Background: an optimization exercise with open tools, aiming at small area and a short achievable clock period. Do not read the settings as production practice.
Function was not checked in any run shown here: the RTL went through the layout flow alone.
Power and IR drop assume default switching activity.

$ cat flow/config.mk
export PLATFORM = sky130hd
export DESIGN_NAME = tru_top
export DESIGN_NICKNAME = tru_top
export VERILOG_FILES = /design/flow/design.v
export SDC_FILE = /design/flow/constraint.sdc
export NUM_CORES = 4
export LEC_CHECK = 0
export CAP_MARGIN = 20
export CORE_MARGIN = 2
export CORE_UTILIZATION = 40
export SETUP_SLACK_MARGIN = 2.5
export SLEW_MARGIN = 20
$ cat flow/constraint.sdc
create_clock -name core_clock -period 5.0 [get_ports {clk}]
set_input_delay 1.0000 -clock core_clock [delete_from_list [all_inputs] [get_ports {clk}]]
set_output_delay 1.0000 -clock core_clock [all_outputs]
set_load 0.01 [all_outputs]
$ cat flow/design.v
package tru_pkg;
   localparam int NUM_PORTS = 8;
   localparam int PORT_ID_W = 3;
   localparam int FID_W    = 4;
   localparam int FID_NUM  = 16;
   localparam int SUB_NUM  = 4;
   localparam int SUB_ID_W = 2;
   localparam int STABLE_CNT_W = 7;
   localparam logic [STABLE_CNT_W-1:0] STABLE_CNT_MAX = 7'd101;
   localparam int PAT_W  = 2 * NUM_PORTS;
   localparam int PAIR_W = 5;
   localparam int PORT_W = PAIR_W * NUM_PORTS / 2;
endpackage
`timescale 1ns/1ps
module tru_port_state
(
   input  logic                           clk,
   input  logic                           rst_n_i,
   input  logic [tru_pkg::NUM_PORTS-1:0]  ep_status_i,
   output logic [tru_pkg::NUM_PORTS-1:0]  stable_o    
);
   logic [tru_pkg::STABLE_CNT_W-1:0] cnt_q [tru_pkg::NUM_PORTS];
   always_ff @(posedge clk)
   begin
      for (int p = 0; p < tru_pkg::NUM_PORTS; p++)
      begin
         if (!rst_n_i || !ep_status_i[p])
         begin
            cnt_q[p] <= '0;
         end
         else if (!stable_o[p])
         begin
            cnt_q[p] <= cnt_q[p] + 1'b1;
         end
      end
   end
   always_comb
   begin
      for (int p = 0; p < tru_pkg::NUM_PORTS; p++)
      begin
         stable_o[p] = cnt_q[p][6] & cnt_q[p][5] & cnt_q[p][2] & cnt_q[p][0];
      end
   end
endmodule
`timescale 1ns/1ps
module tru_tab
(
   input  logic                                      clk,
   input  logic                                      rst_n_i,
   input  logic                                      wr_i,
   input  logic [tru_pkg::FID_W-1:0]                 wr_fid_i,
   input  logic [tru_pkg::SUB_ID_W-1:0]              wr_sub_i,
   input  logic [tru_pkg::PAT_W-1:0]                 wr_pat_i,
   input  logic [tru_pkg::PORT_W-1:0]                wr_port_i,
   input  logic [tru_pkg::FID_NUM-1:0]               rd_sel_i,
   output logic [tru_pkg::SUB_NUM*tru_pkg::PAT_W-1:0] rd_pat_o,    
   output logic [3*tru_pkg::PORT_W-1:0]              rd_port_o    
);
   localparam int NF    = tru_pkg::FID_NUM;
   localparam int NS    = tru_pkg::SUB_NUM;
   localparam int PAT_W = tru_pkg::PAT_W;
   localparam int POR_W = tru_pkg::PORT_W;
   logic [PAT_W-1:0] pat_q [NF*NS];
   logic [POR_W-1:0] port_q [NF*(NS-1)];
   always_ff @(posedge clk)
   begin
      for (int f = 0; f < NF; f++)
      begin
         for (int s = 0; s < NS; s++)
         begin
            if (!rst_n_i)
            begin
               pat_q[f*NS+s] <= '0;
            end
            else if (wr_i && wr_fid_i == f && wr_sub_i == s)
            begin
               pat_q[f*NS+s] <= wr_pat_i;
            end
         end
      end
   end
   always_ff @(posedge clk)
   begin
      for (int f = 0; f < NF; f++)
      begin
         for (int s = 1; s < NS; s++)
         begin
            if (wr_i && wr_fid_i == f && wr_sub_i == s)
            begin
               port_q[f*(NS-1)+s-1] <= wr_port_i;
            end
         end
      end
   end
   logic [NS*PAT_W-1:0]     pat_acc;
   logic [(NS-1)*POR_W-1:0] port_acc;
   always_comb
   begin
      pat_acc  = '0;
      port_acc = '0;
      for (int f = 0; f < NF; f++)
      begin
         for (int s = 0; s < NS; s++)
         begin
            pat_acc[s*PAT_W +: PAT_W] = pat_acc[s*PAT_W +: PAT_W] |
                                        (pat_q[f*NS+s] & {PAT_W{rd_sel_i[f]}});
         end
         for (int s = 1; s < NS; s++)
         begin
            port_acc[(s-1)*POR_W +: POR_W] = port_acc[(s-1)*POR_W +: POR_W] |
                                             (port_q[f*(NS-1)+s-1] & {POR_W{rd_sel_i[f]}});
         end
      end
   end
   assign rd_pat_o  = pat_acc;
   assign rd_port_o = port_acc;
endmodule
`timescale 1ns/1ps
module tru_resolve
(
   input  logic                                       clk,
   input  logic                                       rst_n_i,
   input  logic                                       req_valid_i,   
   input  logic [tru_pkg::FID_W-1:0]                  req_fid_i,
   input  logic [tru_pkg::PORT_ID_W-1:0]              req_port_i,
   input  logic [tru_pkg::NUM_PORTS-1:0]              pass_all_i,
   output logic [tru_pkg::FID_NUM-1:0]                rd_sel_o,      
   input  logic [tru_pkg::SUB_NUM*tru_pkg::PAT_W-1:0] rd_pat_i,
   input  logic [3*tru_pkg::PORT_W-1:0]               rd_port_i,
   input  logic [tru_pkg::NUM_PORTS-1:0]              stable_i,      
   output logic                                       resp_valid_o,  
   output logic                                       resp_drop_o,
   output logic [tru_pkg::PORT_ID_W-1:0]              resp_port_o,
   output logic [tru_pkg::NUM_PORTS-1:0]              resp_port_mask_o
);
   localparam int NP    = tru_pkg::NUM_PORTS;
   localparam int PAT_W = tru_pkg::PAT_W;
   localparam int POR_W = tru_pkg::PORT_W;
   localparam int PR_W  = tru_pkg::PAIR_W;
   logic                          s1_valid_q;
   logic [tru_pkg::FID_NUM-1:0]   s1_sel_q;
   logic [tru_pkg::PORT_ID_W-1:0] s1_port_q;
   logic [NP-1:0]                 s1_pass_all_q;
   logic [NP-1:0] down_w;
   logic [NP-1:0] enabled_w;
   logic [NP-1:0] egress_w;
   logic [3*NP-1:0] sel_w;    
   logic [3*NP-1:0] egr_w;
   logic [3*NP-1:0] ingr_w;
   logic [3:1]      match_w;
   logic          ingr_r;
   logic          drop_w;
   logic                          resp_valid_q;
   logic                          resp_drop_q;
   logic [tru_pkg::PORT_ID_W-1:0] resp_port_q;
   logic [NP-1:0]                 resp_port_mask_q;
   always_ff @(posedge clk)
   begin
      if (!rst_n_i)
      begin
         s1_valid_q <= 1'b0;
      end
      else
      begin
         s1_valid_q <= req_valid_i;
      end
   end
   always_ff @(posedge clk)
   begin
      for (int f = 0; f < tru_pkg::FID_NUM; f++)
      begin
         s1_sel_q[f] <= (req_fid_i == f);
      end
      s1_port_q     <= req_port_i;
      s1_pass_all_q <= pass_all_i;
   end
   assign rd_sel_o = s1_sel_q;
   assign down_w = ~stable_i;
   for (genvar s = 1; s < 4; s++)
   begin : g_sub
      logic [NP-1:0] pat_x, pat_y;
      assign {pat_x, pat_y} = rd_pat_i[s*PAT_W +: PAT_W];
      assign match_w[s] = &((down_w & pat_x) | (~down_w & pat_y));
      for (genvar q = 0; q < NP/2; q++)
      begin : g_pair
         logic [PR_W-1:0] pc;
         assign pc = rd_port_i[(s-1)*POR_W + q*PR_W +: PR_W];
         assign sel_w[(s-1)*NP+2*q]    = ~(pc[4] & pc[3]);
         assign sel_w[(s-1)*NP+2*q+1]  = ~pc[4] | (pc[3] & ~pc[2]);
         assign egr_w[(s-1)*NP+2*q]    = pc[1];
         assign ingr_w[(s-1)*NP+2*q]   = pc[0];
         assign egr_w[(s-1)*NP+2*q+1]  = pc[4] ? pc[1] : pc[3];
         assign ingr_w[(s-1)*NP+2*q+1] = pc[4] ? pc[0] : pc[2];
      end
   end
   always_comb
   begin
      egress_w = rd_pat_i[NP +: NP];
      ingr_r   = rd_pat_i[s1_port_q];
      for (int s = 1; s < 4; s++)
      begin
         if (match_w[s])
         begin
            egress_w = (egress_w & ~sel_w[(s-1)*NP +: NP]) |
                       (egr_w[(s-1)*NP +: NP] & sel_w[(s-1)*NP +: NP]);
            if (sel_w[(s-1)*NP + s1_port_q])
            begin
               ingr_r = ingr_w[(s-1)*NP + s1_port_q];
            end
         end
      end
   end
   assign enabled_w = s1_pass_all_q & stable_i;   
   assign drop_w    = !(ingr_r && enabled_w[s1_port_q]);
   always_ff @(posedge clk)
   begin
      if (!rst_n_i)
      begin
         resp_valid_q     <= 1'b0;
         resp_drop_q      <= 1'b0;
         resp_port_q      <= '0;
         resp_port_mask_q <= '0;
      end
      else
      begin
         resp_valid_q     <= s1_valid_q;
         resp_drop_q      <= drop_w;
         resp_port_q      <= s1_port_q;
         resp_port_mask_q <= drop_w ? '0 : (egress_w & enabled_w & ~(NP'(1) << s1_port_q));
      end
   end
   assign resp_valid_o     = resp_valid_q;
   assign resp_drop_o      = resp_drop_q;
   assign resp_port_o      = resp_port_q;
   assign resp_port_mask_o = resp_port_mask_q;
endmodule
`timescale 1ns/1ps
module tru_top
(
   input  logic        clk,
   input  logic        rst_n_i,
   input  logic        tab_wr_en_i,
   input  logic [3:0]  tab_wr_fid_i,
   input  logic [1:0]  tab_wr_sub_i,
   input  logic        tab_wr_valid_i,
   input  logic [7:0]  tab_wr_pattern_mask_i,
   input  logic [7:0]  tab_wr_pattern_match_i,
   input  logic [7:0]  tab_wr_ports_mask_i,
   input  logic [7:0]  tab_wr_ports_egress_i,
   input  logic [7:0]  tab_wr_ports_ingress_i,
   input  logic        req_valid_i,
   input  logic [3:0]  req_fid_i,
   input  logic [2:0]  req_port_i,
   input  logic [7:0]  ep_status_i,
   input  logic [7:0]  pass_all_i,
   output logic        resp_valid_o,
   output logic        resp_drop_o,
   output logic [2:0]  resp_port_o,
   output logic [7:0]  resp_port_mask_o
);
   localparam int NP    = tru_pkg::NUM_PORTS;
   localparam int PAT_W = tru_pkg::PAT_W;
   localparam int POR_W = tru_pkg::PORT_W;
   localparam int PR_W  = tru_pkg::PAIR_W;
   logic [NP-1:0]                             port_stable;
   logic [tru_pkg::FID_NUM-1:0]               rd_sel;
   logic [tru_pkg::SUB_NUM*PAT_W-1:0]         rd_pat;
   logic [3*POR_W-1:0]                        rd_port;
   logic          never_w;
   logic [NP-1:0] pat_x, pat_y;
   logic [PAT_W-1:0] wr_pat;
   logic [POR_W-1:0] wr_port;
   logic                        wq_en;
   logic [tru_pkg::FID_W-1:0]   wq_fid;
   logic [tru_pkg::SUB_ID_W-1:0] wq_sub;
   logic [PAT_W-1:0]            wq_pat;
   logic [POR_W-1:0]            wq_port;
   assign never_w = !tab_wr_valid_i ||
                    ((tab_wr_pattern_match_i & ~tab_wr_pattern_mask_i) != '0);
   assign pat_x   = {NP{!never_w}} & (~tab_wr_pattern_mask_i | tab_wr_pattern_match_i);
   assign pat_y   = {NP{!never_w}} & (~tab_wr_pattern_mask_i | ~tab_wr_pattern_match_i);
   assign wr_pat  = (tab_wr_sub_i == '0) ?
                    ({PAT_W{tab_wr_valid_i}} & {tab_wr_ports_egress_i, tab_wr_ports_ingress_i}) :
                    {pat_x, pat_y};
   for (genvar q = 0; q < NP/2; q++)
   begin : g_pair
      logic [1:0] ps, pe, pi;
      assign ps = tab_wr_ports_mask_i[2*q +: 2];
      assign pe = tab_wr_ports_egress_i[2*q +: 2];
      assign pi = tab_wr_ports_ingress_i[2*q +: 2];
      assign wr_port[q*PR_W +: PR_W] =
         (ps == 2'b11) ? {1'b0, pe[1], pi[1], pe[0], pi[0]} :
         (ps == 2'b01) ? {3'b100, pe[0], pi[0]} :
         (ps == 2'b10) ? {3'b110, pe[1], pi[1]} :
                         5'b11100;
   end
   always_ff @(posedge clk)
   begin
      if (!rst_n_i)
      begin
         wq_en <= 1'b0;
      end
      else
      begin
         wq_en <= tab_wr_en_i;
      end
   end
   always_ff @(posedge clk)
   begin
      wq_fid  <= tab_wr_fid_i;
      wq_sub  <= tab_wr_sub_i;
      wq_pat  <= wr_pat;
      wq_port <= wr_port;
   end
   tru_port_state u_port_state
   (
      .clk         (clk),
      .rst_n_i     (rst_n_i),
      .ep_status_i (ep_status_i),
      .stable_o    (port_stable)
   );
   tru_tab u_tab
   (
      .clk         (clk),
      .rst_n_i     (rst_n_i),
      .wr_i        (wq_en),
      .wr_fid_i    (wq_fid),
      .wr_sub_i    (wq_sub),
      .wr_pat_i    (wq_pat),
      .wr_port_i   (wq_port),
      .rd_sel_i    (rd_sel),
      .rd_pat_o    (rd_pat),
      .rd_port_o   (rd_port)
   );
   tru_resolve u_resolve
   (
      .clk              (clk),
      .rst_n_i          (rst_n_i),
      .req_valid_i      (req_valid_i),
      .req_fid_i        (req_fid_i),
      .req_port_i       (req_port_i),
      .pass_all_i       (pass_all_i),
      .rd_sel_o         (rd_sel),
      .rd_pat_i         (rd_pat),
      .rd_port_i        (rd_port),
      .stable_i         (port_stable),
      .resp_valid_o     (resp_valid_o),
      .resp_drop_o      (resp_drop_o),
      .resp_port_o      (resp_port_o),
      .resp_port_mask_o (resp_port_mask_o)
   );
endmodule
$ cat flow/run.sh
#!/bin/bash
# synth_recipe.tcl (not shown) runs the flow's synth.tcl, then flattens the netlist and writes it again
# the make line also repeats each setting of config.mk as NAME=value (left out here)
make -C /OpenROAD-flow-scripts/flow DESIGN_CONFIG=/design/flow/config.mk WORK_HOME=/design/flow/orfs CLKGATE_MAP_FILE= SYNTH_SCRIPT=/design/flow/synth_recipe.tcl finish
==> run summary, run 1 <==
via count=around 68000; post-synthesis sequential area ratio=a little under two thirds; area delta synth->final=18.74%; Synth area leader=edfxtp_1; vias in the first global route=roughly 63000; Synth Cell Area=~82000 sq um; Die Wd=456.9 microns; combinational power share=under 10%; Die ar.=208700 sq um; vias per cell=6.271; Core ar.=about 200000 sq um; MaxCap Viol Count=0; Placer Congestion=~0.9; Synth Flop Type=dfxtp_1; DRT Pass-1 Iters=8; Flop pwr share=between 50% and 60%; 1st-iter DRT viols=around 11000; critical path's top delay family=compound AO/OA/AOI/OAI gates; CTS Buf Count=211; crit path DAT=around 4.1 ns; xor/xnor share of the synthesized area=0.3630%; slowest stage cell, crit path=dfxtp_4; row count=between 150 and 200; final hold vios=0; first-pass GRT wire length=approximately 450 mm; Worst-Skew Late Latency=around 0.90 ns; clock power share=around 45%; DP HPWL=about 170 mm; nets=about 8000; critical path class=reg -> reg; share of cells above drive strength 1=between 10% and 20%; status=no timing/DRC/antenna violations; Crit path top cell by count=buf_12; post-route ant nets=0; largest net degree at the start of global routing=137; Internal Pwr Total=roughly 28 mW; CP bufs+invs=3; Die Span Y=456.9 microns; Worst Hold Class=reg -> reg; H-Tree Level Count=4; fin crit share=between 60% and 70%; post-synth top area share=roughly a third; Rel. slew slack=between 10% and 20%; antenna violations before repair=14; CTS Sinks=approximately 2100; Slew Viols, Final=0; fillers=about 18000; Critical Path RT=approximately 5.8 ns; mux cell area share after synthesis=less than 1%; minimum clock period=3.301 ns; worst clock skew=about 0.05 ns; RSZ-0062 raised after global routing=yes; critical path capture point type=flip-flop; Pwr Density=roughly 380 nW/um^2; Synth Instances=7785; Synth Area per Inst=roughly 11 sq um; Slew @ Worst Pin=~1.2 ns; root buf cell=clkbuf_16; Fmax=roughly 0.3 GHz; Syn Nets=around 7900; peak supply drop=roughly 0.00037 V; Post-synth EDFFs=960; #FFs+latches synth=between 2000 and 2500; YS warnings=7; synthesized-area fraction occupied by adder cells=0.3051%; hold_buf cts=0; utilization after layout=between 40% and 50%; sw frac=~23%; Worst path max stage delay=between 0.5 and 0.6 ns; static leakage=roughly 32 nW; gr usage total=between 20 and 30%; Post-Synth Simple-Gate Area=roughly an eighth; asr flop ratio synth=0%; Setup TNS Final=0 ns; routed length per instance=slightly above 30 microns; clk slew on worst S/H paths=roughly 0.06 ns; IO Port Bufs=86; drc violations=0; final worst slack=1.699 ns; endpoints failing setup=0; critical path, cell by cell=buf_12, buf_4, a22o_1, a221oi_2, nand4_1, o22ai_2, or3_4, nor4_4, buf_12, o21ai_0, a222oi_1, a2bb2oi_2, a2111oi_4; Synth area leaders=edfxtp_1, dfxtp_1, nand2_1; Starting Density=between 40% and 50%; Clock Path Buffers=3; total grt overflow=0; final wirelength=between 300 and 400 mm; crit-path max FO=6; Setup WS pre-CTS=between 0.8 and 0.9 ns; critical path launch point type=flip-flop; I/O pin cnt=between 80 and 90; synth unique cells=79; complex-gate fraction of the synthesized area=18.16%; switching power of the nets=approximately 8.5 mW; main combinational cell family by area after synthesis=compound AO/OA/AOI/OAI gates; CTS tree=done
[layer usage]
layer / global-route usage, % / vias up / share of wire, %
met1: 39.40 / 33170 / 37
met5: 0 / - / 0.016
met3: 7.265 / 1012 / 13
met4: 16.60 / 8 / 6.2
li1: - / 28500 / -
met2: 44.83 / 5053 / 43
[synthesized netlist by cell type (24+ instances only)]
cell type / count
buf_2: 113
dfxtp_1: 1164
buf_1: 83
buf_6: 70
nand2_1: 2226
nand4_1: 101
edfxtp_1: 960
a22oi_1: 231
and4_1: 24
and3_1: 28
clkinv_1: 48
a221oi_1: 363
a22o_1: 374
nor2_1: 127
inv_1: 32
nand3_1: 100
o21ai_0: 33
clkbuf_1: 334
a21oi_1: 1088
[power by group through the flow]
stage          registers [mW]  clock network [mW]  logic, mW
5_1_grt                  18.4                17.3       1.76
6_report                 18.4                16.6       1.73
4_1_cts                  18.4                16.6       1.61
3_3_place_gp             18.8                   0       1.35
3_5_place_dp             18.8                   0       1.36
2_1_floorplan            18.8                   0      0.697
[cells in the final DEF (no fill, tap or decap), drive strengths merged, types with 28 or more instances in the layout]
cell type,n
nand2,2226
dfxtp,1164
a21oi,1088
edfxtp,960
buf,439
a221oi,378
a22o,374
clkbuf,309
a22oi,232
nor2,135
nand4,101
nand3,101
inv,83
clkdlybuf4s50,73
clkinv,67
o21ai,35
and3,28
[flip-flops by register name (all words and copies together), names as in the netlist]
register	flops
u_resolve.s1_valid_q	1
u_resolve.resp_valid_q	1
wq_sub	2
u_tab.pat_q	1024
u_resolve.resp_port_q	3
u_resolve.resp_port_mask_q	8
u_port_state.cnt_q	56
u_resolve.s1_sel_q	16
u_resolve.s1_port_q	3
wq_port	20
wq_fid	4
wq_pat	16
u_resolve.resp_drop_q	1
u_resolve.s1_pass_all_q	8
u_tab.port_q	960
wq_en	1
[cell families after synthesis]
group | count (synthesis)
simple gates | 2696
compound gates | 2203
flops | 2124
buf+inv | 692
xor+xnor | 34
fa+ha+maj | 20
mux | 16
[final timing paths]
kind                               from                       endpoint  slack (ns)  cells after the start
setup / recovery  u_resolve.s1_sel_q[7]  u_resolve.resp_port_mask_q[5]        1.70                     13
hold / removal     u_resolve.s1_valid_q         u_resolve.resp_valid_q        0.43                      1
setup reg to reg  u_resolve.s1_sel_q[7]  u_resolve.resp_port_mask_q[5]        1.70                     13
hold reg to reg    u_resolve.s1_valid_q         u_resolve.resp_valid_q        0.43                      1
[cell type report]
| cell class | instances | area [sq um] | share of cell area, % |
|---|---|---|---|
| Clock buffer | 302 | 6086 | 6.248 |
| Clock inverter | 95 | 1195 | 1.227 |
| Sequential cell | 2124 | 52270 | 53.66 |
| Inverter | 81 | 573.1 | 0.5883 |
| Tap cell | 2688 | 3363 | 3.453 |
| Antenna cell | 7 | 17.52 | 0.01798 |
| Multi-Input combinational cell | 4969 | 27640 | 28.38 |
| Timing Repair Buffer | 536 | 6259 | 6.425 |
[through the flow]
step	instances	cell area (sq um)	power, mW	hold WS, ns
after global routing	10800	97390	37.43	0.4636
after detailed placement	10190	85630	20.14	0.4204
final	10800	97400	36.67	0.4345
after global placement	10190	85620	20.12	0.4156
after floorplan	7785	82160	19.47	0.4119
after CTS	10760	96500	36.59	0.4380
[timing repair]
action                                  4_1_cts  5_1_grt
resized for setup                           387      118
pin swaps                                    42       32
endpoints found under the setup margin     1856      752
setup buffers                               152       28
gates cloned                                 17        7
endpoints found under the hold margin         0        0
==> run 2, diff against run 1 <==
--- a/flow/config.mk
+++ b/flow/config.mk
@@ -9,4 +9,3 @@
 export CORE_MARGIN = 2
 export CORE_UTILIZATION = 40
-export SETUP_SLACK_MARGIN = 2.5
 export SLEW_MARGIN = 20
==> run 2 against run 1 <==
Hold slack better by 0.0035 ns. Critical path depth down 2. Setup slack worse by 1.0 ns. Final area down 4.7%. Synthesized cell count unchanged. Largest cell class unchanged.
==> run summary, run 2 <==
most frequent cells in the layout=nand2_1, dfxtp_1, a21oi_1 (unchanged); Rel. slew slack=19.62% (was 18.34%); dpl cell area=85770 sq um (was 85630 sq um); H-Tree Level Count=4 (unchanged); hold_buf cts=0 (unchanged); critical path class=reg -> reg (unchanged); first-pass GRT wire length=430.2 mm (was 454.4 mm); crit-path max FO=49 (was 6); final wirelength=303.0 mm (was 327.0 mm); Synth Flop Type=dfxtp_1 (unchanged); antenna violations before repair=13 (was 14); Power Total=35.83 mW (was 36.67 mW); total grt overflow=0 (unchanged); Synth area leader=edfxtp_1 (unchanged); asr flop ratio synth=0% (unchanged); Slew Viols, Final=0 (unchanged); RSZ-0062 raised after global routing=no (was yes); CTS Buf Count=211 (unchanged); MaxCap Viol Count=0 (unchanged); Post-CTS Setup Bufs=0 (was 152); critical path, cell by cell=buf_4, a22oi_1, and3_1, nand4_1, o2111ai_1, nor4_4, buf_4, and3_1, a211oi_2, o211ai_4, a2111oi_2 (was buf_12, buf_4, a22o_1, a221oi_2, nand4_1, o22ai_2, or3_4, nor4_4, buf_12, o21ai_0, a222oi_1, a2bb2oi_2, a2111oi_4); DP HPWL=175.4 mm (was 172.5 mm); Resized Gates After CTS=0 (was 387); Syn Nets=7879 (unchanged); nets=7835 (was 8017); fin crit share=86.53% (was 66.01%); critical path launch point type=flip-flop (unchanged); post-synth top area share=35.14% (unchanged); final worst slack=0.6733 ns (was 1.699 ns); post-route ant nets=0 (unchanged); area delta synth->final=13.18% (was 18.74%); Synth area leaders=edfxtp_1, dfxtp_1, nand2_1 (unchanged); fillers=18470 (was 18120); Fmax=0.2311 GHz (was 0.3030 GHz); number of flip-flops under the largest register name=1024 (unchanged); vias in the first global route=60930 (was 62610); slowest stage cell, crit path=dfxtp_4 (unchanged); Worst path max stage delay=1.10 ns (was 0.56 ns); vias per cell=6.176 (was 6.271); Core ar.=204200 sq um (unchanged); Clock Path Buffers=3 (unchanged); endpoints failing setup=0 (unchanged); 1st-iter DRT viols=10050 (was 11380); Die Span Y=456.9 microns (unchanged); drc violations=0 (unchanged); largest net degree at the start of global routing=137 (unchanged); Synth Instances=7785 (unchanged); routed length per instance=28.55 microns (was 30.27 microns); clk slew on worst S/H paths=0.06 ns (about the same); minimum clock period=4.327 ns (was 3.301 ns); gr usage total=27.87% (was 29.81%); Synth Cell Area=82030 sq um (unchanged); DRT Pass-1 Iters=9 (was 8); via count=65550 (was 67740); most common library cell in the layout ignoring fill and taps=nand2_1 (unchanged); root buf cell=clkbuf_16 (unchanged); Critical R2R Capture=u_resolve.resp_port_mask_q[5] (unchanged); Critical Path RT=5.76 ns (was 5.75 ns); Post-synth EDFFs=960 (unchanged); #FFs+latches synth=2124 (unchanged); Synth Area per Inst=10.54 sq um (unchanged); reg2reg start=u_resolve.s1_sel_q[2] (was u_resolve.s1_sel_q[7]); Worst Hold End=u_resolve.resp_valid_q (unchanged); post-synthesis sequential area ratio=63.55% (unchanged); peak supply drop=0.0003581 V (was 0.0003699 V); biggest regs=u_tab.pat_q x1024, u_tab.port_q x960, u_port_state.cnt_q x56 (unchanged); flop2flop setup slack=0.67 ns (was 1.70 ns); CP bufs+invs=2 (was 3); min-delay src=u_resolve.s1_valid_q (unchanged); Design Area, Final=92850 sq um (was 97400 sq um); CTS Sinks=2124 (unchanged); Setup TNS Final=0 ns (unchanged); Worst-Skew Late Latency=0.91 ns (was 0.90 ns); Die ar.=208700 sq um (unchanged); crit path DAT=5.08 ns (was 4.05 ns); reg2reg path depth=11 (was 13); critical path's top delay family=simple AND/OR/NAND/NOR gates (was compound AO/OA/AOI/OAI gates); status=no timing/DRC/antenna violations (unchanged); Setup WS pre-CTS=0.8784 ns (was 0.8882 ns); hold path cells=1 (unchanged); Die Wd=456.9 microns (unchanged); Worst Hold Class=reg -> reg (unchanged); I/O pin cnt=87 (unchanged); synth unique cells=79 (unchanged); critical path capture point type=flip-flop (unchanged); Starting Density=40.18% (unchanged); row count=166 (unchanged); commonest cells in the netlist=nand2_1, dfxtp_1, a21oi_1, edfxtp_1, a22o_1 (unchanged); Critical Path Source=u_resolve.s1_sel_q[2] (was u_resolve.s1_sel_q[7]); Pwr Density=385.9 nW/um^2 (was 376.5 nW/um^2); worst clock skew=0.06979 ns (was 0.05035 ns); CTS tree=done (unchanged); most frequent cell after synthesis=nand2_1 (unchanged); static leakage=29.58 nW (was 31.50 nW); final hold vios=0 (unchanged); YS warnings=7 (unchanged); Slew @ Worst Pin=1.204 ns (was 1.224 ns); Placer Congestion=0.9472 (was 0.8912); IO Port Bufs=86 (unchanged); Reg with most FFs=u_tab.pat_q (unchanged); share of cells above drive strength 1=9.259% (was 13.74%)
-- run 2: cell count changes in the layout (fill, tap and decap cells not counted), moves of 19 or more --
cell and delta:
dfxtp_1 +22, a221oi_1 +57, buf_16 -22, inv_6 -19, buf_6 -36, inv_2 +38
buf_4 -51, a221oi_2 -47, buf_12 -47
-- run 2: layer usage --
metal  GRT usage, %  part of all wire, %  routed length (microns)
met2          42.88                   45                   134800
met4          12.18                  4.6                    13910
met1          38.02                   39                   119100
met5              0                0.022                       67
met3          5.673                   12                    35060
-- run 2: power breakdown --
group,internal (mW),switching [mW]
clock,8.95,7.04
sequential,18.3,0.157
combinational,0.333,1.08
-- run 2: kinds of logic (layout without fill, tap and decap cells) --
kind of cell / Yosys count / count (layout) / synth area share [%]
adder cells (fa/ha/maj): 20 / 20 / 0.3051
AND/OR/NAND/NOR: 2696 / 2696 / 13.36
multiplexers: 16 / 16 / 0.2334
other: 0 / 9 / 0
AO/OA/AOI/OAI: 2203 / 2203 / 18.16
buffers and inverters: 692 / 824 / 4.030
XOR/XNOR: 34 / 34 / 0.3630
flip-flops: 2124 / 2124 / 63.55
-- run 2: worst max-delay path by stage --
stage | endpoint | cells past startpoint | slack, ns
floorplan | u_resolve.resp_port_mask_q[2] | 14 | 2.21
global placement | u_resolve.resp_port_mask_q[4] | 11 | 0.89
detailed placement | u_resolve.resp_port_mask_q[5] | 11 | 0.88
CTS | u_resolve.resp_port_mask_q[3] | 11 | 0.89
global route | u_resolve.resp_port_mask_q[3] | 11 | 0.71
finish | u_resolve.resp_port_mask_q[5] | 11 | 0.67
-- run 2: layout make-up --
| cell class | count | area, sq um | area share (%) |
|---|---|---|---|
| Timing Repair Buffer | 354 | 3284 | 3.537 |
| Multi-Input combinational cell | 4969 | 26660 | 28.71 |
| Clock inverter | 79 | 870.8 | 0.9379 |
| Antenna cell | 9 | 22.52 | 0.02426 |
| Inverter | 81 | 319.1 | 0.3436 |
| Clock buffer | 310 | 6118 | 6.590 |
| Sequential cell | 2124 | 52210 | 56.23 |
| Tap cell | 2688 | 3363 | 3.622 |
-- run 2: through the flow --
stage / hold WS [ns] / instances / util, %
4_1_cts: 0.4438 / 10600 / 45.43
6_report: 0.4380 / 10610 / 45.47
3_3_place_gp: 0.4149 / 10210 / 41.98
5_1_grt: 0.4547 / 10610 / 45.47
2_1_floorplan: 0.4119 / 7785 / -
3_5_place_dp: 0.4283 / 10210 / 42.01

## separate check: timing with driven ports
The flow's constraints put no driver on any port. The routed layouts listed below were extracted and timed again, unchanged, in two steps.
Step 1 assumes that a clkbuf_16 drives the clock port and a buf_2 every other input.
Step 2 also shifts input and output timing later by t, the mid clock arrival at the registers, as if the neighbouring blocks saw the same clock.
Slacks: ideal ports / drivers / drivers and shift; pairs: ideal ports / drivers.
run | shift t [ns] | setup slack, ns | clock arrival spread, ns | slew at the worst register clock pin (ns) | cell pins on the clock port's net
run 1 | 0.959 | 1.699 / 1.699 / 1.699 | 0.056 / 0.055 | 0.07 / 0.07 | 1
run 2 | 0.962 | 0.673 / 0.673 / 0.673 | 0.079 / 0.079 | 0.07 / 0.07 | 1
After both steps every run listed still meets setup and hold.
